From an optimization exercise on the open Yosys and OpenROAD flow, aimed at small area, a short achievable clock period and few clock cycles per item; shortcuts taken in it are not production practice.
The RTL was checked by simulation tests, not by an equivalence proof against the original design.
Power is estimated from default activity; no workload was simulated.

**flow/config.mk**
```make
export PLATFORM = sky130hd
export DESIGN_NAME = ternary_reversible_cascade_eval
export DESIGN_NICKNAME = ternary_reversible_cascade_eval
export VERILOG_FILES = /design/flow/design.v
export SDC_FILE = /design/flow/constraint.sdc
export NUM_CORES = 4
export LEC_CHECK = 0
export CAP_MARGIN = 20
export CORE_MARGIN = 2
export CORE_UTILIZATION = 55
export SETUP_SLACK_MARGIN = 2.2
export SLEW_MARGIN = 20
```
**flow/constraint.sdc**
```tcl
create_clock -name core_clock -period 5.0 [get_ports {i_clk}]
set_input_delay 1.0000 -clock core_clock [delete_from_list [all_inputs] [get_ports {i_clk}]]
set_output_delay 1.0000 -clock core_clock [all_outputs]
set_load 0.01 [all_outputs]
```
**flow/design.v**
```verilog
`timescale 1ns / 1ps
`default_nettype none
package tre_pkg;
    localparam int MAX_GATES  = 64;
    localparam int TERM_TRITS = 9;
    localparam int TERM_W     = 2 * TERM_TRITS;
    localparam int IDX_W      = $clog2(MAX_GATES);
    localparam int CNT_W      = $clog2(MAX_GATES + 1);
    localparam int TGT_W      = 4;
    localparam int OP_W       = 3;
    localparam int GPS        = 1;
    localparam int STAGES     = (MAX_GATES + GPS - 1) / GPS;
    typedef enum logic {
        FUNC_LOAD = 1'b0,
        FUNC_EVAL = 1'b1
    } t_func;
    typedef enum logic [OP_W-1:0] {
        OP_MINUS1 = 3'd0,
        OP_MINUS2 = 3'd1,
        OP_SWAP01 = 3'd2,
        OP_SWAP02 = 3'd3,
        OP_SWAP12 = 3'd4
    } t_op;
    typedef struct packed {
        logic [TERM_W-1:0] control;
        logic [TGT_W-1:0]  target;
        logic [OP_W-1:0]   op;
    } t_gate;
    localparam logic [OP_W-1:0] SOP_IDENT  = 3'b000;
    function automatic logic [OP_W-1:0] enc_op(input logic [TERM_W-1:0] control,
                                                input logic [TGT_W-1:0]  target,
                                                input logic [OP_W-1:0]   op);
        logic [OP_W-1:0] res;
        logic            ok;
        ok = 1'b0;
        for (int k = 0; k < TERM_TRITS; k++) begin
            if (target == TGT_W'(k) && control[2*k +: 2] == 2'd0)
                ok = 1'b1;
        end
        case (op)
            3'd0:    res = 3'b110;
            3'd1:    res = 3'b101;
            3'd2:    res = 3'b100;
            3'd3:    res = 3'b010;
            3'd4:    res = 3'b001;
            default: res = SOP_IDENT;
        endcase
        if (!ok)
            res = SOP_IDENT;
        enc_op = res;
    endfunction
    function automatic logic [1:0] perm_trit(input logic [OP_W-1:0] op,
                                             input logic [1:0] trit);
        logic h, l, x, nh, nl;
        h  = trit[1];
        l  = trit[0];
        x  = ~(h ^ l);
        case (op[1:0])
            2'd0:    nh = h;
            2'd1:    nh = l;
            default: nh = x;
        endcase
        case (op[1:0])
            2'd0:    nl = op[2] ? x : l;
            2'd1:    nl = op[2] ? x : h;
            default: nl = op[2] ? h : l;
        endcase
        perm_trit = {nh, nl};
    endfunction
endpackage
`default_nettype wire
`timescale 1ns / 1ps
`default_nettype none
module tre_cell (
    input  wire logic [tre_pkg::TERM_W-1:0] i_control,
    input  wire logic [tre_pkg::TGT_W-1:0]  i_target,
    input  wire logic [tre_pkg::OP_W-1:0]   i_op,
    input  wire logic                       i_active,
    input  wire logic [tre_pkg::TERM_W-1:0] i_term,
    output logic [tre_pkg::TERM_W-1:0]      o_term
);
    logic [tre_pkg::TERM_TRITS-1:0] w_dec;
    logic [tre_pkg::TERM_TRITS-1:0] w_eq;
    logic [1:0]                     w_trit;
    logic [1:0]                     w_new;
    logic                           w_fire;
    always_comb begin
        w_trit = 2'd0;
        for (int k = 0; k < tre_pkg::TERM_TRITS; k++) begin
            w_dec[k] = (i_target == tre_pkg::TGT_W'(k));
            w_eq[k]  = w_dec[k] || (i_term[2*k +: 2] == i_control[2*k +: 2]);
            w_trit   = w_trit | (w_dec[k] ? i_term[2*k +: 2] : 2'd0);
        end
        w_fire = i_active && (&w_eq);
        w_new  = tre_pkg::perm_trit(i_op, w_trit);
        for (int k = 0; k < tre_pkg::TERM_TRITS; k++) begin
            o_term[2*k +: 2] = (w_fire && w_dec[k]) ? w_new : i_term[2*k +: 2];
        end
    end
endmodule
`default_nettype wire
`timescale 1ns / 1ps
`default_nettype none
module ternary_reversible_cascade_eval (
    input  wire logic                        i_clk,
    input  wire logic                        i_rst_n,
    input  wire logic                        i_cfg_we,
    input  wire logic [tre_pkg::CNT_W-1:0]   i_cfg_data,
    input  wire logic                        i_valid,
    output logic                             o_stall,
    input  wire logic                        i_func,
    input  wire logic [tre_pkg::IDX_W-1:0]   i_gate_index,
    input  wire logic [tre_pkg::TERM_W-1:0]  i_gate_control,
    input  wire logic [tre_pkg::TGT_W-1:0]   i_gate_target,
    input  wire logic [tre_pkg::OP_W-1:0]    i_gate_op,
    input  wire logic [tre_pkg::TERM_W-1:0]  i_term,
    output logic                             o_valid,
    input  wire logic                        i_stall,
    output logic [tre_pkg::TERM_W-1:0]       o_result_term
);
    localparam int NG = tre_pkg::MAX_GATES;
    localparam int NS = tre_pkg::STAGES;
    localparam int G  = tre_pkg::GPS;
    localparam int TW = tre_pkg::TERM_W;
    localparam int EXW = 8;            
    localparam int NX  = NS / EXW;     
    logic [tre_pkg::CNT_W-1:0] r_gate_count;
    always_ff @(posedge i_clk) begin
        if (!i_rst_n) begin
            r_gate_count <= '0;
        end else if (i_cfg_we) begin
            r_gate_count <= i_cfg_data;
        end
    end
    logic [NG-1:0]             r_active;
    always_ff @(posedge i_clk) begin
        for (int g = 0; g < NG; g++)
            r_active[g] <= (tre_pkg::CNT_W'(g) < r_gate_count);
    end
    logic [NX-1:0]             r_exit;
    always_ff @(posedge i_clk) begin
        for (int j = 0; j < NX; j++) begin
            if (j == NX - 1)
                r_exit[j] <= (r_gate_count > tre_pkg::CNT_W'(EXW * j * G));
            else if (j == 0)
                r_exit[j] <= (r_gate_count <= tre_pkg::CNT_W'(EXW * G));
            else
                r_exit[j] <= (r_gate_count <= tre_pkg::CNT_W'(EXW * (j + 1) * G)) &&
                             (r_gate_count >  tre_pkg::CNT_W'(EXW * j * G));
        end
    end
    logic                        r_stall;
    logic                        r_in_valid;
    logic                        r_in_load;
    logic [TW-1:0]               r_in_data;    
    logic [7:0]                  r_in_sel_hi;  
    logic [7:0]                  r_in_sel_lo;
    logic [tre_pkg::TGT_W-1:0]   r_in_target;
    logic [tre_pkg::OP_W-1:0]    r_in_op;
    logic                        w_accept;
    logic                        w_adv;        
    logic                        r_busy;       
    logic                        w_in_leave;
    logic                        w_write;
    logic [NS:0]                 r_valid;      
    logic [TW-1:0]               r_term [NS+1];
    logic [TW-1:0]               w_next [NS+1];
    logic                        w_chain_valid;
    logic [TW-1:0]               w_chain_term;
    always_comb begin
        w_chain_valid = 1'b0;
        w_chain_term  = '0;
        for (int j = 0; j < NX; j++) begin
            w_chain_valid = w_chain_valid | (r_exit[j] & r_valid[EXW*(j+1)]);
            w_chain_term  = w_chain_term  | (r_exit[j] ? r_term[EXW*(j+1)] : '0);
        end
    end
    logic                        r_out_valid;
    logic [TW-1:0]               r_out_term;
    logic                        r_skid_valid;
    logic [TW-1:0]               r_skid_term;
    assign w_accept   = i_valid && !r_stall;
    assign w_adv      = !r_skid_valid;
    assign w_in_leave = r_in_valid && (r_in_load ? !r_busy : w_adv);
    assign w_write    = r_in_valid && r_in_load && !r_busy;
    logic          n_in_valid;
    logic          n_in_load;
    logic          n_skid_valid;
    logic [NS:0]   n_valid;
    logic          w_take;
    logic          n_busy;
    assign w_take     = r_out_valid && !i_stall;
    assign n_in_valid = w_accept || (r_in_valid && !w_in_leave);
    assign n_in_load  = w_accept ? (i_func == tre_pkg::FUNC_LOAD) : r_in_load;
    always_comb begin
        n_valid = r_valid;
        if (w_adv) begin
            n_valid[1] = r_in_valid && !r_in_load;
            for (int s = 2; s <= NS; s++)
                n_valid[s] = r_valid[s-1];
            for (int j = 0; j < NX - 1; j++)
                n_valid[EXW*(j+1)+1] = r_valid[EXW*(j+1)] && !r_exit[j];
        end
        n_valid[0] = 1'b0;
        n_busy     = |n_valid[NS:1];
        if (r_skid_valid)
            n_skid_valid = !w_take;
        else
            n_skid_valid = r_out_valid && !w_take && w_chain_valid;
    end
    always_ff @(posedge i_clk) begin
        if (!i_rst_n) begin
            r_in_valid <= 1'b0;
            r_stall    <= 1'b0;
            r_busy     <= 1'b0;
        end else begin
            r_in_valid <= n_in_valid;
            r_busy     <= n_busy;
            r_stall    <= n_in_valid && (n_in_load ? n_busy : n_skid_valid);
        end
    end
    always_ff @(posedge i_clk) begin
        if (!r_stall) begin
            r_in_load   <= (i_func == tre_pkg::FUNC_LOAD);
            r_in_data   <= (i_func == tre_pkg::FUNC_LOAD) ? i_gate_control : i_term;
            for (int j = 0; j < 8; j++) begin
                r_in_sel_hi[j] <= (i_gate_index[5:3] == 3'(j));
                r_in_sel_lo[j] <= (i_gate_index[2:0] == 3'(j));
            end
            r_in_target <= i_gate_target;
            r_in_op     <= tre_pkg::enc_op(i_gate_control, i_gate_target, i_gate_op);
        end
    end
    logic [TW-1:0]               g_control [NG];
    logic [tre_pkg::TGT_W-1:0]   g_target  [NG];
    logic [tre_pkg::OP_W-1:0]    g_op      [NG];
    for (genvar g = 0; g < NG; g++) begin : g_store
        always_ff @(posedge i_clk) begin
            if (w_write && r_in_sel_hi[g / 8] && r_in_sel_lo[g % 8]) begin
                g_control[g] <= r_in_data;
                g_target[g]  <= r_in_target;
                g_op[g]      <= r_in_op;
            end
        end
    end
    for (genvar s = 1; s <= NS; s++) begin : g_stage
        logic [TW-1:0] w_t [G+1];
        if (s == 1) begin : g_first
            assign w_t[0] = r_in_data;
        end else begin : g_rest
            assign w_t[0] = r_term[s-1];
        end
        for (genvar j = 0; j < G; j++) begin : g_gate
            localparam int GI = (s - 1) * G + j;
            if (GI < NG) begin : g_on
                tre_cell u_cell (
                    .i_control (g_control[GI]),
                    .i_target  (g_target[GI]),
                    .i_op      (g_op[GI]),
                    .i_active  (r_active[GI]),
                    .i_term    (w_t[j]),
                    .o_term    (w_t[j+1])
                );
            end else begin : g_off
                assign w_t[j+1] = w_t[j];
            end
        end
        assign w_next[s] = w_t[G];
    end
    assign w_next[0] = '0;
    always_ff @(posedge i_clk) begin
        if (!i_rst_n) begin
            r_valid <= '0;
        end else begin
            r_valid <= n_valid;
        end
    end
    for (genvar s = 1; s <= NS; s++) begin : g_treg
        always_ff @(posedge i_clk) begin
            if (w_adv) begin
                r_term[s] <= w_next[s];
            end
        end
    end
    assign r_term[0] = '0;
    always_ff @(posedge i_clk) begin
        if (!i_rst_n) begin
            r_out_valid  <= 1'b0;
            r_skid_valid <= 1'b0;
        end else begin
            r_skid_valid <= n_skid_valid;
            if (r_skid_valid) begin
                if (w_take)
                    r_out_valid <= 1'b1;
            end else if (!r_out_valid || w_take) begin
                r_out_valid <= w_chain_valid;
            end
        end
    end
    always_ff @(posedge i_clk) begin
        if (r_skid_valid) begin
            if (w_take)
                r_out_term <= r_skid_term;
        end else if (!r_out_valid || w_take) begin
            r_out_term <= w_chain_term;
        end
    end
    always_ff @(posedge i_clk) begin
        if (!r_skid_valid) begin
            r_skid_term <= w_chain_term;
        end
    end
    assign o_stall       = r_stall;
    assign o_valid       = r_out_valid;
    assign o_result_term = r_out_term;
endmodule
`default_nettype wire
```
**flow/flow/run.sh**
```bash
#!/bin/bash
# Standard ORFS layout (the standard.sh, unchanged synthesis script), with slow
# multi-input OR/AND cells, 4-input NOR and mux4 added to the don't-use list so that
# ABC and the resizer build the gate logic from faster NAND/NOR/AOI cells. The
# platform's own don't-use cells are repeated first, since a make command-line
# variable replaces the platform's list. Registers are mapped exactly as in the
# standard synthesis (no flip-flop cell is affected).
set -euo pipefail
cd "$(dirname "$0")/.."
PLAT="sky130_fd_sc_hd__probe_p_8 sky130_fd_sc_hd__probec_p_8 sky130_fd_sc_hd__lpflow_bleeder_1 sky130_fd_sc_hd__lpflow_clkbufkapwr_1 sky130_fd_sc_hd__lpflow_clkbufkapwr_16 sky130_fd_sc_hd__lpflow_clkbufkapwr_2 sky130_fd_sc_hd__lpflow_clkbufkapwr_4 sky130_fd_sc_hd__lpflow_clkbufkapwr_8 sky130_fd_sc_hd__lpflow_clkinvkapwr_1 sky130_fd_sc_hd__lpflow_clkinvkapwr_16 sky130_fd_sc_hd__lpflow_clkinvkapwr_2 sky130_fd_sc_hd__lpflow_clkinvkapwr_4 sky130_fd_sc_hd__lpflow_clkinvkapwr_8 sky130_fd_sc_hd__lpflow_decapkapwr_12 sky130_fd_sc_hd__lpflow_decapkapwr_3 sky130_fd_sc_hd__lpflow_decapkapwr_4 sky130_fd_sc_hd__lpflow_decapkapwr_6 sky130_fd_sc_hd__lpflow_decapkapwr_8 sky130_fd_sc_hd__lpflow_inputiso0n_1 sky130_fd_sc_hd__lpflow_inputiso0p_1 sky130_fd_sc_hd__lpflow_inputiso1n_1 sky130_fd_sc_hd__lpflow_inputiso1p_1 sky130_fd_sc_hd__lpflow_inputisolatch_1 sky130_fd_sc_hd__lpflow_isobufsrc_1 sky130_fd_sc_hd__lpflow_isobufsrc_16 sky130_fd_sc_hd__lpflow_isobufsrc_2 sky130_fd_sc_hd__lpflow_isobufsrc_4 sky130_fd_sc_hd__lpflow_isobufsrc_8 sky130_fd_sc_hd__lpflow_isobufsrckapwr_16 sky130_fd_sc_hd__lpflow_lsbuf_lh_hl_isowell_tap_1 sky130_fd_sc_hd__lpflow_lsbuf_lh_hl_isowell_tap_2 sky130_fd_sc_hd__lpflow_lsbuf_lh_hl_isowell_tap_4 sky130_fd_sc_hd__lpflow_lsbuf_lh_isowell_4 sky130_fd_sc_hd__lpflow_lsbuf_lh_isowell_tap_1 sky130_fd_sc_hd__lpflow_lsbuf_lh_isowell_tap_2 sky130_fd_sc_hd__lpflow_lsbuf_lh_isowell_tap_4 "
EXTRA="sky130_fd_sc_hd__or2_0 sky130_fd_sc_hd__or2_1 sky130_fd_sc_hd__or2_2 sky130_fd_sc_hd__or2_4 sky130_fd_sc_hd__or3_0 sky130_fd_sc_hd__or3_1 sky130_fd_sc_hd__or3_2 sky130_fd_sc_hd__or3_4 sky130_fd_sc_hd__or4_0 sky130_fd_sc_hd__or4_1 sky130_fd_sc_hd__or4_2 sky130_fd_sc_hd__or4_4 sky130_fd_sc_hd__or3b_0 sky130_fd_sc_hd__or3b_1 sky130_fd_sc_hd__or3b_2 sky130_fd_sc_hd__or3b_4 sky130_fd_sc_hd__or4b_0 sky130_fd_sc_hd__or4b_1 sky130_fd_sc_hd__or4b_2 sky130_fd_sc_hd__or4b_4 sky130_fd_sc_hd__or4bb_0 sky130_fd_sc_hd__or4bb_1 sky130_fd_sc_hd__or4bb_2 sky130_fd_sc_hd__or4bb_4 sky130_fd_sc_hd__and3_0 sky130_fd_sc_hd__and3_1 sky130_fd_sc_hd__and3_2 sky130_fd_sc_hd__and3_4 sky130_fd_sc_hd__and4_0 sky130_fd_sc_hd__and4_1 sky130_fd_sc_hd__and4_2 sky130_fd_sc_hd__and4_4 sky130_fd_sc_hd__and3b_0 sky130_fd_sc_hd__and3b_1 sky130_fd_sc_hd__and3b_2 sky130_fd_sc_hd__and3b_4 sky130_fd_sc_hd__and4b_0 sky130_fd_sc_hd__and4b_1 sky130_fd_sc_hd__and4b_2 sky130_fd_sc_hd__and4b_4 sky130_fd_sc_hd__and4bb_0 sky130_fd_sc_hd__and4bb_1 sky130_fd_sc_hd__and4bb_2 sky130_fd_sc_hd__and4bb_4 sky130_fd_sc_hd__and2b_0 sky130_fd_sc_hd__and2b_1 sky130_fd_sc_hd__and2b_2 sky130_fd_sc_hd__and2b_4 sky130_fd_sc_hd__or2b_0 sky130_fd_sc_hd__or2b_1 sky130_fd_sc_hd__or2b_2 sky130_fd_sc_hd__or2b_4 sky130_fd_sc_hd__a2111o_0 sky130_fd_sc_hd__a2111o_1 sky130_fd_sc_hd__a2111o_2 sky130_fd_sc_hd__a2111o_4 sky130_fd_sc_hd__a211o_0 sky130_fd_sc_hd__a211o_1 sky130_fd_sc_hd__a211o_2 sky130_fd_sc_hd__a211o_4 sky130_fd_sc_hd__a311o_0 sky130_fd_sc_hd__a311o_1 sky130_fd_sc_hd__a311o_2 sky130_fd_sc_hd__a311o_4 sky130_fd_sc_hd__o2111a_0 sky130_fd_sc_hd__o2111a_1 sky130_fd_sc_hd__o2111a_2 sky130_fd_sc_hd__o2111a_4 sky130_fd_sc_hd__o211a_0 sky130_fd_sc_hd__o211a_1 sky130_fd_sc_hd__o211a_2 sky130_fd_sc_hd__o211a_4 sky130_fd_sc_hd__o311a_0 sky130_fd_sc_hd__o311a_1 sky130_fd_sc_hd__o311a_2 sky130_fd_sc_hd__o311a_4 sky130_fd_sc_hd__a41o_0 sky130_fd_sc_hd__a41o_1 sky130_fd_sc_hd__a41o_2 sky130_fd_sc_hd__a41o_4 sky130_fd_sc_hd__o41a_0 sky130_fd_sc_hd__o41a_1 sky130_fd_sc_hd__o41a_2 sky130_fd_sc_hd__o41a_4 sky130_fd_sc_hd__a32o_0 sky130_fd_sc_hd__a32o_1 sky130_fd_sc_hd__a32o_2 sky130_fd_sc_hd__a32o_4 sky130_fd_sc_hd__o32a_0 sky130_fd_sc_hd__o32a_1 sky130_fd_sc_hd__o32a_2 sky130_fd_sc_hd__o32a_4 sky130_fd_sc_hd__a31o_0 sky130_fd_sc_hd__a31o_1 sky130_fd_sc_hd__a31o_2 sky130_fd_sc_hd__a31o_4 sky130_fd_sc_hd__o31a_0 sky130_fd_sc_hd__o31a_1 sky130_fd_sc_hd__o31a_2 sky130_fd_sc_hd__o31a_4 sky130_fd_sc_hd__mux4_0 sky130_fd_sc_hd__mux4_1 sky130_fd_sc_hd__mux4_2 sky130_fd_sc_hd__mux4_4 sky130_fd_sc_hd__nor4_0 sky130_fd_sc_hd__nor4_1 sky130_fd_sc_hd__nor4_2 sky130_fd_sc_hd__nor4_4 sky130_fd_sc_hd__nor4b_0 sky130_fd_sc_hd__nor4b_1 sky130_fd_sc_hd__nor4b_2 sky130_fd_sc_hd__nor4b_4 sky130_fd_sc_hd__nor4bb_0 sky130_fd_sc_hd__nor4bb_1 sky130_fd_sc_hd__nor4bb_2 sky130_fd_sc_hd__nor4bb_4 sky130_fd_sc_hd__a2111oi_0 sky130_fd_sc_hd__a2111oi_1 sky130_fd_sc_hd__a2111oi_2 sky130_fd_sc_hd__a2111oi_4 sky130_fd_sc_hd__o2111ai_0 sky130_fd_sc_hd__o2111ai_1 sky130_fd_sc_hd__o2111ai_2 sky130_fd_sc_hd__o2111ai_4 "
bash standard.sh "DONT_USE_CELLS=$PLAT $EXTRA" finish > flow_standard.log 2>&1
```
**flow/standard.sh**
```bash
#!/bin/bash
# synth_recipe.tcl (not shown) runs the flow's synth.tcl, then flattens the netlist and writes it again
# the make line also repeats each setting of config.mk as NAME=value (left out here)
make -C /OpenROAD-flow-scripts/flow DESIGN_CONFIG=/design/flow/config.mk WORK_HOME=/design/flow/orfs CLKGATE_MAP_FILE= SYNTH_SCRIPT=/design/flow/synth_recipe.tcl "${@:-finish}"
```
==> results.yml, run 1 <==
run_status:
  status: "timing/DRC/antenna clean"
floorplan:
  die_h_um: 524
  fp.dieW_um: 524
  ios: 82
  num_rows: 191
  initial_core_util_pct: 55.2
  core_um2: 270000
  dieArea_um2: 275000
sta:
  worst_slew_pin_slew_ns: 1.15
  min_period_ns: 2.81
  clock_skew_ns: 0.0394
  fin_setup_tns_ns: 0
  setup_viol: 0
  worst_slack_ns: 2.19
  rsz0062_at_grt: "true"
  final_hold_viol_count: 0
  max_freq_ghz: 0.356
  whs_ns: 0.520
  period_share_pct: 56.1
  slew_violations: 0
  slew_headroom_pct: 23.3
place:
  io_buffer_count: 81
  place_inst: 14816
  post-place-ws_ns: 1.55
  gp_congestion: 0.950
  dpl-instance-area_um2: 154000
  hpwl_um: 299000
logic_synthesis:
  synth-edff-count: 2830
  syn-num-nets: 11482
  seq_area_frac_synth_pct: 59.0
  async_flop_share_pct: 0
  synth-seq-cells: 2977
  synth_warnings: 142
  yosys-top-cells-area: "edfxtp_1, mux2_2, xnor2_1"
  synth_flop_cell: "edfxtp_1"
  yosys.area.top_type_share_pct: 57.0
  ys_types: 81
  yosysTopAreaCell: "edfxtp_1"
  syn-instance-count: 11420
  syn_area_per_cell_um2: 13.0
  syn-cell-area_um2: 149000
layout:
  layout-drive-gt1-share_pct: 23.6
  fin_util_pct: 63.1
  area_growth_pct: 14.4
  final_net_count: 12191
  fillers: 20494
  fin_cells: 16007
  final_area_um2: 170000
detailed_routing:
  drt_iter0_markers: 14285
  wire_per_inst_um: 29.7
  wirelength_um: 476000
  drc: 0
  first_pass_iters: 6
  vias: 102890
  antenna_left: 0
  vias_per_cell: 6.43
critical_path:
  critPathRequiredTime_ns: 5.64
  reg2reg_from: "r_term[8][14]"
  cp-start-kind: "flip-flop"
  critPathCaptureType: "flip-flop"
  crit_start: "r_term[8][14]"
  cp.arrival_ns: 3.44
  path_max_fanout: 4
  critPathKind: "flip-flop to flip-flop"
clock_tree:
  clk-insertion-delay-late_ns: 0.92
  root_buffer: "clkbuf_16"
  cts.clk_slew.worst_paths_ns: 0.06
  clk_path_buf_depth: 4
  cts_sinks: 2977
  cts_hold_buffers: 0
  cts_buffers: 325
  h-tree-depth: 5
  cts_tree: "built"
global_route:
  grtUsageTotal_pct: 33.3
  gr-usage-met3_pct: 4.52
  top_usage_layer: "met2"
  first_global_vias: 96611
  grt_antenna_before_repair: 79
  met1_usage_pct: 46.7
  overflow: 0
  grt_pass1_wl_um: 671000
  met2_usage_pct: 52.4
  grt_max_degree: 176
min_path:
  min-delay-start: "r_valid[1]"
  worstHoldPathType: "flip-flop to flip-flop"
power:
  p_per_area_nw_per_um2: 345
  power_mw: 58.9
  vdd_ir_drop_max_v: 0.000273
  leakage_nw: 58.1
job:
  drv_cap: 0
[sequential cells by signal, summed over array words and instances (netlist names), 3 cells and up]
signal	cells
r_valid	64
r_exit	7
r_skid_term	18
r_in_op	3
r_in_target	4
g_control	1152
r_in_sel_hi	8
r_gate_count	7
r_active	64
r_term	1152
r_in_data	18
r_out_term	18
g_target	256
g_op	192
r_in_sel_lo	8
[kinds of logic (layout without fill, tap and decap cells)]
family	after synthesis	count (layout)	synth area share [%]
XOR/XNOR	1156	1156	6.80
flip-flops	2977	2977	59.0
other	0	39	0
AO/OA/AOI/OAI	1430	1433	6.89
multiplexers	1665	1665	12.3
AND/OR/NAND/NOR	3608	3612	13.3
buffers and inverters	584	1555	1.68
[cells in the mapped netlist (135+ instances only)]
cell and number:
a22oi_1 135, nor2_1 682, a21oi_1 223, nor2b_1 254
dfxtp_1 147, xor2_1 370, nor3b_1 175, mux2i_1 323
mux2_2 1314, xnor2_1 786, nand4_1 313, and2_1 170
nand2b_1 215, nand3_1 325, buf_2 171, edfxtp_1 2830
inv_1 240, nand3b_1 226, nand2_1 665, o21ai_0 188
nor3_1 337
[worst paths after layout]
| path | end | slack, ns | cells after the start |
|---|---|---|---|
| hold / removal | r_valid[2] | 0.52 | 2 |
| setup reg to reg | r_term[9][15] | 2.19 | 7 |
| setup / recovery | r_term[9][15] | 2.19 | 7 |
| hold reg to reg | r_valid[2] | 0.52 | 2 |
[layout make-up]
class / count / area [um2] / area share, %
sequential: 2977 / 87900 / 51.6
inverter: 240 / 917 / 0.538
clock buffer: 421 / 8920 / 5.24
multi-input combinational: 7866 / 60300 / 35.4
timing repair buffer: 719 / 5880 / 3.45
clock inverter: 175 / 1890 / 1.11
tap: 3570 / 4470 / 2.62
antenna: 39 / 97.6 / 0.0573
[critical path, stage by stage, from the launching register on]
cell and delay (ns):
edfxtp_1 0.55, xor2_1 0.23, o41ai_1 0.40, nand3_1 0.21, a211oi_1 0.33, nand2_1 0.19
nor2_1 0.21, mux2_2 0.39
[timing repair]
item                        CTS  global route
pin swaps                    13            37
gates resized for setup     232           248
gates cloned                  2             7
setup buffers               194           353
setup endpoints to repair  2481          1259
[layer usage]
metal	vias to the layer above	wire length [um]
met5	-	92
met4	14	20400
met3	1057	44500
met2	5563	219000
met1	51218	191000
li1	45038	-
[report_power, final]
part | total (mW) | switching [mW] | leakage [nW] | internal [mW]
Clock | 24.5 | 10.0 | 5.24 | 14.4
Sequential | 30.1 | 1.61 | 29.2 | 28.5
Combinational | 4.27 | 2.63 | 23.7 | 1.64
[layout by cell type, fill, tap and decap left out, types with 313 or more instances in the layout]
cell type,netlist,routed
nand4_1,313,313
mux2i_1,323,322
edfxtp_1,2830,2830
xnor2_1,786,786
nor2_1,682,638
mux2_2,1314,1307
clkbuf_16,0,338
buf_4,21,598
nand2_1,665,665
xor2_1,370,370
nand3_1,325,317
Testbench counts, summed over its fixed seeds: cycles 16,041, items 12,800.
==> run 2: changes to the inputs <==
--- a/flow/design.v
+++ b/flow/design.v
@@ -73,7 +73,7 @@
 `default_nettype none
 module tre_cell (
     input  wire logic [tre_pkg::TERM_W-1:0] i_control,
-    input  wire logic [tre_pkg::TGT_W-1:0]  i_target,
+    input  wire logic [tre_pkg::TERM_TRITS-1:0] i_tsel,
     input  wire logic [tre_pkg::OP_W-1:0]   i_op,
     input  wire logic                       i_active,
     input  wire logic [tre_pkg::TERM_W-1:0] i_term,
@@ -87,7 +87,7 @@
     always_comb begin
         w_trit = 2'd0;
         for (int k = 0; k < tre_pkg::TERM_TRITS; k++) begin
-            w_dec[k] = (i_target == tre_pkg::TGT_W'(k));
+            w_dec[k] = i_tsel[k];
             w_eq[k]  = w_dec[k] || (i_term[2*k +: 2] == i_control[2*k +: 2]);
             w_trit   = w_trit | (w_dec[k] ? i_term[2*k +: 2] : 2'd0);
         end
@@ -155,7 +155,7 @@
     logic [TW-1:0]               r_in_data;    
     logic [7:0]                  r_in_sel_hi;  
     logic [7:0]                  r_in_sel_lo;
-    logic [tre_pkg::TGT_W-1:0]   r_in_target;
+    logic [tre_pkg::TERM_TRITS-1:0] r_in_tsel;    
     logic [tre_pkg::OP_W-1:0]    r_in_op;
     logic                        w_accept;
     logic                        w_adv;        
@@ -227,18 +227,19 @@
                 r_in_sel_hi[j] <= (i_gate_index[5:3] == 3'(j));
                 r_in_sel_lo[j] <= (i_gate_index[2:0] == 3'(j));
             end
-            r_in_target <= i_gate_target;
+            for (int k = 0; k < tre_pkg::TERM_TRITS; k++)
+                r_in_tsel[k] <= (i_gate_target == tre_pkg::TGT_W'(k));
             r_in_op     <= tre_pkg::enc_op(i_gate_control, i_gate_target, i_gate_op);
         end
     end
     logic [TW-1:0]               g_control [NG];
-    logic [tre_pkg::TGT_W-1:0]   g_target  [NG];
+    logic [tre_pkg::TERM_TRITS-1:0] g_target [NG];
     logic [tre_pkg::OP_W-1:0]    g_op      [NG];
     for (genvar g = 0; g < NG; g++) begin : g_store
         always_ff @(posedge i_clk) begin
             if (w_write && r_in_sel_hi[g / 8] && r_in_sel_lo[g % 8]) begin
                 g_control[g] <= r_in_data;
-                g_target[g]  <= r_in_target;
+                g_target[g]  <= r_in_tsel;
                 g_op[g]      <= r_in_op;
             end
         end
@@ -255,7 +256,7 @@
             if (GI < NG) begin : g_on
                 tre_cell u_cell (
                     .i_control (g_control[GI]),
-                    .i_target  (g_target[GI]),
+                    .i_tsel    (g_target[GI]),
                     .i_op      (g_op[GI]),
                     .i_active  (r_active[GI]),
                     .i_term    (w_t[j]),
--- a/flow/config.mk
+++ b/flow/config.mk
@@ -8,5 +8,5 @@
 export CAP_MARGIN = 20
 export CORE_MARGIN = 2
 export CORE_UTILIZATION = 55
-export SETUP_SLACK_MARGIN = 2.2
+export SETUP_SLACK_MARGIN = 2.35
 export SLEW_MARGIN = 20
==> results.yml, run 2 <==
run_status:
  status: "timing/DRC/antenna clean"
critical_path:
  critPathCaptureType: "output port"
  critPathKind: "flip-flop to output port"
  cpPeakStageDelay_ns: 0.55
  crit_buf_inv: 1
  reg2reg_depth: 5
  critPathRequiredTime_ns: 4.00
  cp.arrival_ns: 1.71
  cp-start-kind: "flip-flop"
  critical-path-top-delay-family: "flip-flops"
  crit_cells: 1
  path_cells: "buf_6"
  crit_start: "r_out_term[17]"
  path_max_fanout: 1
  critPathSlowestCell: "edfxtp_1"
  reg2reg_from: "r_gate_count[2]"
layout:
  fillers: 18821
  regArea_um2: 97700
  fin_util_pct: 62.5
  multiInputGateArea_um2: 44400
  fin_cells: 13416
  area_growth_pct: 12.8
  final_common_cell: "edfxtp_1"
  reg_top3: "g_control x1152, r_term x1152, g_target x576"
  final_net_count: 9779
  layout_common_cells: "edfxtp_1, mux2_2, xnor2_1"
  layout-drive-gt1-share_pct: 19.7
global_route:
  gr-usage-met3_pct: 4.49
  overflow: 0
  grt_max_degree: 185
  grt_antenna_before_repair: 64
  met2_usage_pct: 50.4
  grtUsageTotal_pct: 32.8
  met1_usage_pct: 47.4
  grt_pass1_wl_um: 615000
  first_global_vias: 83788
  top_usage_layer: "met2"
detailed_routing:
  drt_iter0_markers: 15051
  drc: 0
  vias_per_cell: 6.51
  vias: 87358
  wire_per_inst_um: 32.7
  antenna_left: 0
  first_pass_iters: 9
  wirelength_um: 439000
logic_synthesis:
  syn_area_per_cell_um2: 15.6
  syn-num-nets: 9215
  netlist_top_cells_count: "edfxtp_1, mux2_2, xnor2_1, nand2_1, a22oi_1"
  yosysTopAreaCell: "edfxtp_1"
  seq_area_frac_synth_pct: 68.6
  synth_warnings: 142
  synth-seq-cells: 3302
  ys_types: 44
  yosys-top-cells-area: "edfxtp_1, mux2_2, xnor2_1"
  yosysMostFrequentCell: "edfxtp_1"
  syn-cell-area_um2: 142000
  yosys.area.top_type_share_pct: 66.5
  async_flop_share_pct: 0
  synth_flop_cell: "edfxtp_1"
  synth-edff-count: 3155
  syn-instance-count: 9153
place:
  hpwl_um: 269000
  io_buffer_count: 81
  place_inst: 12716
  gp_congestion: 0.946
job:
  drv_cap: 0
floorplan:
  fp.dieW_um: 513
  dieArea_um2: 263000
  core_um2: 257000
  ios: 82
  die_h_um: 513
  initial_core_util_pct: 55.4
  num_rows: 186
clock_tree:
  cts.clk_slew.worst_paths_ns: 0.06
  cts_buffers: 356
  cts_tree: "built"
  clk_path_buf_depth: 4
  root_buffer: "clkbuf_16"
  h-tree-depth: 5
  clk-insertion-delay-late_ns: 0.97
  cts_sinks: 3302
power:
  p_per_area_nw_per_um2: 414
  vdd_ir_drop_max_v: 0.000383
  leakage_nw: 53.8
  power_mw: 66.5
sta:
  fin_setup_tns_ns: 0
  slew_violations: 0
  whs_ns: 0.490
  setup_viol: 0
  slew_headroom_pct: 19.3
  final_hold_viol_count: 0
  min_period_ns: 2.71
  period_share_pct: 54.2
  max_freq_ghz: 0.369
  worst_slew_pin_slew_ns: 1.21
  clock_skew_ns: 0.0616
  rsz0062_at_grt: "true"
min_path:
  min-delay-start: "r_valid[38]"
  holdPathStages: 2
  worstHoldPathType: "flip-flop to flip-flop"
## run 2: cell count changes after synthesis, sizes merged, moves of 207 or more
cell | previous run | this run
nor2 | 692 | 190
nand2b | 216 | 9
nand3 | 325 | 79
nand3b | 226 | 0
edfxtp | 2830 | 3155
a22oi | 136 | 467
## run 2: layout make-up
cell class,instances,area share (%)
diodes,48,0.0748
clock buffers,449,5.92
clock inverters,176,1.14
inverters,86,0.211
multi-input cells,5714,27.6
flip-flops and latches,3302,60.8
well taps,3384,2.64
repair buffers,257,1.56
## run 2: through the flow
step,area (um2),worst slack (ns)
after floorplan,142000,1.13
after global placement,149000,2.04
after detailed placement,149000,2.02
after CTS,160000,2.09
after global routing,161000,2.29
final,161000,2.29
## run 2: logic make-up after synthesis
family                 share of synthesized area, %
flip-flops                                     68.6
AND/OR/NAND/NOR                                6.63
AO/OA/AOI/OAI                                  7.03
multiplexers                                   10.3
XOR/XNOR                                       7.10
buffers and inverters                         0.368
## run 2: worst paths after layout
kind	to	slack (ns)
max	o_result_term[17]	2.29
min	r_valid[39]	0.49
max reg2reg	r_exit[6]	2.37
min reg2reg	r_valid[39]	0.49
## run 2: where the power goes
part | total, mW | internal [mW] | switching, mW
sequential | 34.6 | 32.3 | 2.34
clock | 25.9 | 15.1 | 10.7
combinational | 5.98 | 2.51 | 3.47
## run 2: timing repair
action	CTS	global route
endpoints found under the setup margin	176	261
endpoints found under the hold margin	0	0
hold buffers	0	0
cloned	2	1
gates resized for setup	93	40
pin swaps	1	8
setup buffers	6	17
## run 2: routing by layer
metal / vias up / part of all wire [%]
met2: 5197 / 46
met3: 876 / 9.9
met4: 14 / 4.1
met5: - / 0.023
li1: 36997 / -
met1: 44274 / 40
Testbench counts of run 2, summed over its fixed seeds: cycles 16,041, items 12,800.
==> run 3: changes to the inputs <==
--- a/flow/design.v
+++ b/flow/design.v
@@ -152,7 +152,8 @@
     logic                        r_stall;
     logic                        r_in_valid;
     logic                        r_in_load;
-    logic [TW-1:0]               r_in_data;    
+    logic [TW-1:0]               r_in_term;    
+    logic [TW-1:0]               r_in_ctl;     
     logic [7:0]                  r_in_sel_hi;  
     logic [7:0]                  r_in_sel_lo;
     logic [tre_pkg::TERM_TRITS-1:0] r_in_tsel;    
@@ -177,6 +178,7 @@
     end
     logic                        r_out_valid;
     logic [TW-1:0]               r_out_term;
+    logic [TW-1:0]               r_out_copy_n;  
     logic                        r_skid_valid;
     logic [TW-1:0]               r_skid_term;
     assign w_accept   = i_valid && !r_stall;
@@ -222,7 +224,8 @@
     always_ff @(posedge i_clk) begin
         if (!r_stall) begin
             r_in_load   <= (i_func == tre_pkg::FUNC_LOAD);
-            r_in_data   <= (i_func == tre_pkg::FUNC_LOAD) ? i_gate_control : i_term;
+            r_in_term   <= i_term;
+            r_in_ctl    <= i_gate_control;
             for (int j = 0; j < 8; j++) begin
                 r_in_sel_hi[j] <= (i_gate_index[5:3] == 3'(j));
                 r_in_sel_lo[j] <= (i_gate_index[2:0] == 3'(j));
@@ -238,7 +241,7 @@
     for (genvar g = 0; g < NG; g++) begin : g_store
         always_ff @(posedge i_clk) begin
             if (w_write && r_in_sel_hi[g / 8] && r_in_sel_lo[g % 8]) begin
-                g_control[g] <= r_in_data;
+                g_control[g] <= r_in_ctl;
                 g_target[g]  <= r_in_tsel;
                 g_op[g]      <= r_in_op;
             end
@@ -247,7 +250,7 @@
     for (genvar s = 1; s <= NS; s++) begin : g_stage
         logic [TW-1:0] w_t [G+1];
         if (s == 1) begin : g_first
-            assign w_t[0] = r_in_data;
+            assign w_t[0] = r_in_term;
         end else begin : g_rest
             assign w_t[0] = r_term[s-1];
         end
@@ -298,15 +301,19 @@
             end
         end
     end
+    logic          w_out_load;
+    logic [TW-1:0] w_out_new;
+    assign w_out_load = r_skid_valid ? w_take : (!r_out_valid || w_take);
+    assign w_out_new  = r_skid_valid ? r_skid_term : w_chain_term;
     always_ff @(posedge i_clk) begin
-        if (r_skid_valid) begin
-            if (w_take)
-                r_out_term <= r_skid_term;
-        end else if (!r_out_valid || w_take) begin
-            r_out_term <= w_chain_term;
+        if (w_out_load) begin
+            r_out_copy_n <= ~w_out_new;
         end
     end
     always_ff @(posedge i_clk) begin
+        r_out_term <= w_out_load ? w_out_new : ~r_out_copy_n;
+    end
+    always_ff @(posedge i_clk) begin
         if (!r_skid_valid) begin
             r_skid_term <= w_chain_term;
         end
--- a/flow/config.mk
+++ b/flow/config.mk
@@ -7,6 +7,6 @@
 export LEC_CHECK = 0
 export CAP_MARGIN = 20
 export CORE_MARGIN = 2
-export CORE_UTILIZATION = 55
-export SETUP_SLACK_MARGIN = 2.35
+export CORE_UTILIZATION = 50
+export SETUP_SLACK_MARGIN = 2.45
 export SLEW_MARGIN = 20
==> results.yml, run 3 <==
run_status:
  status: "timing/DRC/antenna clean"
detailed_routing:
  first_pass_iters: 9
  drc: 0
  antenna_left: 0
  vias: 87748
  wire_per_inst_um: 31.7
  vias_per_cell: 6.30
  wirelength_um: 442000
  drt_iter0_markers: 14791
logic_synthesis:
  syn_area_per_cell_um2: 15.5
  async_flop_share_pct: 0
  yosys-top-cells-area: "edfxtp_1, mux2_2, xnor2_1"
  synth_warnings: 142
  ys_types: 46
  yosysTopAreaCell: "edfxtp_1"
  yosysMostFrequentCell: "edfxtp_1"
  syn-cell-area_um2: 143000
  syn-num-nets: 9300
  synth_flop_cell: "edfxtp_1"
  netlist_top_cells_count: "edfxtp_1, mux2_2, xnor2_1, nand2_1, a22oi_1"
  yosys.area.top_type_share_pct: 66.2
  syn-instance-count: 9238
  synth-seq-cells: 3338
  seq_area_frac_synth_pct: 68.7
  synth-edff-count: 3155
power:
  comb_power_share_pct: 7.9
  clkPwrFrac_pct: 39.9
  vdd_ir_drop_max_v: 0.000351
  leakage_nw: 54.6
  p_seq_share_pct: 52.2
  power_mw: 65.7
  power.share.switching_pct: 24.5
  p_int_mw: 49.5
  p_per_area_nw_per_um2: 404
  power.switching_mw: 16.1
critical_path:
  critPathSlowestCell: "a222oi_1"
  critPathRequiredTime_ns: 5.75
  critPathKind: "flip-flop to flip-flop"
  cp.arrival_ns: 3.31
  path_max_fanout: 9
  cp-start-kind: "flip-flop"
  critPathCaptureType: "flip-flop"
  cpPeakStageDelay_ns: 0.54
  reg2reg_slack_ns: 2.43
  reg2reg_depth: 7
  path_cells: "a222oi_1, nand4_1, buf_4, nor3_1, a21oi_1, o21ai_1, mux2_2"
min_path:
  worstHoldPathType: "flip-flop to flip-flop"
  holdPathStages: 1
sta:
  period_share_pct: 51.3
  slew_violations: 0
  setup_viol: 0
  worst_slew_pin_slew_ns: 1.21
  whs_ns: 0.405
  worst_slack_ns: 2.43
  rsz0062_at_grt: "false"
  slew_headroom_pct: 19.3
  final_hold_viol_count: 0
  max_freq_ghz: 0.390
  min_period_ns: 2.57
  fin_setup_tns_ns: 0
  clock_skew_ns: 0.0535
floorplan:
  fp.dieW_um: 539
  die_h_um: 539
  ios: 82
  core_um2: 285000
  dieArea_um2: 291000
  initial_core_util_pct: 50.3
  num_rows: 196
clock_tree:
  root_buffer: "clkbuf_16"
  clk-insertion-delay-late_ns: 0.95
  cts_buffers: 351
  h-tree-depth: 5
  cts.clk_slew.worst_paths_ns: 0.06
  cts_tree: "built"
  cts_sinks: 3338
  clk_path_buf_depth: 4
place:
  post-place-ws_ns: 1.65
  io_buffer_count: 81
  gp_congestion: 0.946
  hpwl_um: 270000
global_route:
  first_global_vias: 84533
  grt_max_degree: 176
  grt_antenna_before_repair: 62
  overflow: 0
  grt_pass1_wl_um: 621000
  grtUsageTotal_pct: 29.7
layout:
  multiInputGateArea_um2: 44500
  final_net_count: 9902
  area_growth_pct: 13.5
  fillers: 22220
  reg_top3: "g_control x1152, r_term x1152, g_target x576"
  fin_util_pct: 57.0
  layout-drive-gt1-share_pct: 20.4
  layout_common_cells: "edfxtp_1, mux2_2, xnor2_1"
  final_common_cell: "edfxtp_1"
  regArea_um2: 98500
job:
  drv_cap: 0
## run 3: changes by cell type after synthesis, sizes merged, moves of 4 or more
| cell | delta |
|---|---|
| inv | +20 |
| nor2 | +23 |
| mux2 | -18 |
| nand2 | +4 |
| dfxtp | +36 |
| a21oi | +19 |
| clkbuf | +7 |
## run 3: power groups by stage
stage	logic (mW)	clock network, mW	registers (mW)
5_1_grt	5.54	27.6	34.3
3_5_place_dp	5.00	0	34.7
4_1_cts	5.07	26.5	34.2
3_3_place_gp	4.95	0	34.8
2_1_floorplan	2.91	0	33.7
6_report	5.22	26.2	34.2
## run 3: metrics by stage
| stage | std cells | area (um2) |
|---|---|---|
| 2_1_floorplan | 9238 | 143000 |
| 3_3_place_gp | 13178 | 150000 |
| 3_5_place_dp | 13179 | 150000 |
| 4_1_cts | 13835 | 162000 |
| 5_1_grt | 13903 | 162000 |
| 6_report | 13929 | 163000 |
## run 3: final timing paths
check	from	endpoint
max	r_term[27][9]	r_term[28][7]
min	r_out_copy_n[12]	r_out_term[12]
max reg2reg	r_term[27][9]	r_term[28][7]
min reg2reg	r_out_copy_n[12]	r_out_term[12]
## run 3: cell type report
class | instances | area share (%)
antenna | 34 | 0.0524
clock buffer | 428 | 5.69
inverter | 106 | 0.256
multi-input combinational | 5739 | 27.4
timing repair buffer | 304 | 1.76
sequential | 3338 | 60.6
clock inverter | 218 | 1.37
tap | 3762 | 2.90
## run 3: kinds of logic (layout without fill, tap and decap cells)
logic type / after synthesis / in the layout / share of synthesized area [%]
simple gates: 1774 / 1774 / 6.66
flops: 3338 / 3338 / 68.7
other cells: 0 / 34 / 0
xor+xnor: 1154 / 1154 / 7.06
compound gates: 1513 / 1513 / 7.06
mux: 1298 / 1298 / 10.1
buf+inv: 161 / 1056 / 0.429
## run 3: what timing repair did
action                                  4_1_cts  5_1_grt
resized for setup                           144       48
hold buffers                                  0        0
pin swaps                                     0       33
buffers inserted                              9       59
endpoints found under the hold margin         0        0
endpoints found under the setup margin     1749      896
cloned                                        1        1
## run 3: per-layer routing
metal	track usage, %	wire length (um)	vias to the layer above
met1	42.3	178000	44268
met4	10.3	16500	14
met3	5.84	47500	893
met2	45.5	199000	5288
li1	-	-	37285
met5	0	99	-
## run 3: critical path: cells and delay by family (launching register included)
family / cells / cell delay [ns]
AO/OA/AOI/OAI: 3 / 0.95
flip-flops: 1 / 0.45
AND/OR/NAND/NOR: 2 / 0.42
multiplexers: 1 / 0.34
buffers and inverters: 1 / 0.22
Testbench counts of run 3, summed over its fixed seeds: cycles 16,041, items 12,800.
==> run 4: changes to the inputs <==
--- a/flow/config.mk
+++ b/flow/config.mk
@@ -8,5 +8,5 @@
 export CAP_MARGIN = 20
 export CORE_MARGIN = 2
 export CORE_UTILIZATION = 50
-export SETUP_SLACK_MARGIN = 2.45
+export SETUP_SLACK_MARGIN = 2.55
 export SLEW_MARGIN = 20
==> results.yml, run 4 <==
run_status:
  status: "timing/DRC/antenna clean"
sta:
  slew_violations: 0
  min_period_ns: 2.51
  final_hold_viol_count: 0
  whs_ns: 0.407
  setup_viol: 0
  worst_slew_pin_slew_ns: 1.27
  fin_setup_tns_ns: 0
  max_freq_ghz: 0.399
  period_share_pct: 50.2
  clock_skew_ns: 0.0440
  slew_headroom_pct: 15.5
  rsz0062_at_grt: "true"
global_route:
  grt_max_degree: 176
  overflow: 0
  grtUsageTotal_pct: 29.7
  met1_usage_pct: 42.4
  top_usage_layer: "met2"
  first_global_vias: 84885
  grt_antenna_before_repair: 61
  gr-usage-met3_pct: 5.70
  met2_usage_pct: 45.5
  grt_pass1_wl_um: 623000
critical_path:
  cp.arrival_ns: 3.17
  critPathRequiredTime_ns: 5.67
  critPathSlowestCell: "edfxtp_1"
  path_max_fanout: 5
  cpPeakStageDelay_ns: 0.42
  path_cells: "a222oi_1, nand3_1, a221oi_4, buf_6, mux2i_4, o21ai_4, mux2_2"
  critPathKind: "flip-flop to flip-flop"
  critPathCaptureType: "flip-flop"
  cp-start-kind: "flip-flop"
floorplan:
  dieArea_um2: 291000
  num_rows: 196
  fp.dieW_um: 539
  initial_core_util_pct: 50.3
  core_um2: 285000
  die_h_um: 539
  ios: 82
place:
  gp_congestion: 0.946
  io_buffer_count: 81
  hpwl_um: 270000
  place_inst: 13179
min_path:
  worstHoldPathType: "flip-flop to flip-flop"
power:
  power_mw: 65.9
  vdd_ir_drop_max_v: 0.000346
  p_per_area_nw_per_um2: 402
  leakage_nw: 55.3
layout:
  layout_common_cells: "edfxtp_1, mux2_2, xnor2_1"
  fin_cells: 14031
  area_growth_pct: 14.4
  layout-drive-gt1-share_pct: 21.7
  reg_top3: "g_control x1152, r_term x1152, g_target x576"
  final_net_count: 10007
  final_common_cell: "edfxtp_1"
logic_synthesis:
  synth-seq-cells: 3338
  synth-edff-count: 3155
  syn_area_per_cell_um2: 15.5
  seq_area_frac_synth_pct: 68.7
  synth_warnings: 142
  ys_types: 46
  yosysMostFrequentCell: "edfxtp_1"
  syn-num-nets: 9300
  async_flop_share_pct: 0
  yosysTopAreaCell: "edfxtp_1"
  netlist_top_cells_count: "edfxtp_1, mux2_2, xnor2_1, nand2_1, a22oi_1"
  yosys-top-cells-area: "edfxtp_1, mux2_2, xnor2_1"
  synth_flop_cell: "edfxtp_1"
  syn-cell-area_um2: 143000
  yosys.area.top_type_share_pct: 66.2
  syn-instance-count: 9238
detailed_routing:
  vias: 88477
  wirelength_um: 445000
  antenna_left: 0
  wire_per_inst_um: 31.7
  drc: 0
  vias_per_cell: 6.31
  first_pass_iters: 9
  drt_iter0_markers: 15146
clock_tree:
  cts_buffers: 351
  root_buffer: "clkbuf_16"
  clk-insertion-delay-late_ns: 0.94
  h-tree-depth: 5
  cts_tree: "built"
  clk_path_buf_depth: 4
  cts.clk_slew.worst_paths_ns: 0.06
  cts_sinks: 3338
job:
  drv_cap: 0
[run 4: cell counts after synthesis]
Identical to the previous run, type by type.
[run 4: worst max-delay path: cells and delay by family, from the launching register on]
kind	cells	cell delay, ns
DFF	1	0.42
AOI/OAI and AO/OA	3	0.84
buffers and inverters	1	0.17
muxes	2	0.61
and+or+nand+nor	1	0.21
[run 4: final cells by class]
type | instances | area (um2)
diodes | 31 | 77.6
clock buffers | 428 | 9250
clock inverters | 218 | 2220
fillers | 22167 | 121000
inverters | 106 | 415
multi-input cells | 5749 | 45000
flip-flops and latches | 3338 | 98500
well taps | 3762 | 4710
repair buffers | 398 | 3650
repair inverters | 1 | 8.76
[run 4: final timing paths]
path | startpoint | to | slack, ns | cells past startpoint
worst min-delay path | r_out_copy_n[3] | r_out_term[3] | 0.41 | 1
worst max register to register | r_term[60][5] | r_term[61][17] | 2.49 | 7
worst min register to register | r_out_copy_n[3] | r_out_term[3] | 0.41 | 1
worst max-delay path | r_term[60][5] | r_term[61][17] | 2.49 | 7
[run 4: routing by layer]
layer  routed length [um]  vias up  share of wire (%)
met3                48300      870                 11
met2               201000     5526                 45
met4                16900       14                3.8
li1                     -    37518                  -
met1               179000    44549                 40
met5                  100        -              0.022
[run 4: power breakdown]
| part | total (mW) | switching (mW) | internal (mW) | leakage (nW) |
|---|---|---|---|---|
| combinational | 5.48 | 3.15 | 2.33 | 17.5 |
| clock | 26.2 | 11.1 | 15.1 | 5.58 |
| sequential | 34.2 | 1.98 | 32.2 | 32.3 |
[run 4: logic make-up (layout without fill, tap and decap cells)]
kind of cell	Yosys count	in the layout	share of synthesized area, %
buf+inv	161	1151	0.429
mux	1298	1298	10.1
other cells	0	31	0
flops	3338	3338	68.7
compound gates	1513	1514	7.06
simple gates	1774	1783	6.66
xor+xnor	1154	1154	7.06
[run 4: timing repair]
| action | in CTS | in global routing |
|---|---|---|
| setup endpoints to repair | 2281 | 1103 |
| resized for setup | 185 | 146 |
| pin swaps | 14 | 87 |
| gates cloned | 3 | 9 |
| setup buffers | 41 | 122 |
| hold buffers | 0 | 0 |
[run 4: metrics by stage]
| stage | utilization, % | worst slack [ns] | cell area, um2 |
|---|---|---|---|
| detailed placement | 52.7 | 1.65 | 150000 |
| floorplan | - | 0.994 | 143000 |
| global placement | 52.7 | 1.64 | 150000 |
| finish | 57.5 | 2.49 | 164000 |
| CTS | 56.9 | 2.46 | 162000 |
| global route | 57.5 | 2.41 | 164000 |

## afterwards: timing with drivers on the ports
Ports are ideal in the flow. The routed layouts listed here were re-timed in OpenROAD. Step 1, drivers: a clkbuf_16 drives i_clk and a buf_2 each remaining input, both assumed. Step 2, shift: input delay + t, output delay - t, t = (earliest + latest rising clock arrival at the registers) / 2. This alone moves slack from input paths to output paths. Slacks: ideal ports / drivers / drivers and shift; pairs: ideal ports / drivers.
| run | t (ns) | slack for setup (ns) | hold slack, ns | worst setup path after step 2 |
|---|---|---|---|---|
| run 1 | 1.013 | 2.194 / 2.152 / 2.165 | 0.520 / 0.520 / 0.520 | input to register |
| run 2 | 1.047 | 2.289 / 2.183 / 2.105 | 0.490 / 0.490 / 0.490 | input to register |
| run 3 | 1.047 | 2.434 / 2.379 / 1.950 | 0.405 / 0.405 / 0.405 | input to register |
| run 4 | 1.019 | 2.492 / 2.402 / 1.967 | 0.407 / 0.407 / 0.407 | input to register |
After both steps every run listed still meets setup and hold. The setup slack of run 4, which loses most, moves by -0.090 ns with the drivers and by -0.525 ns with both steps.
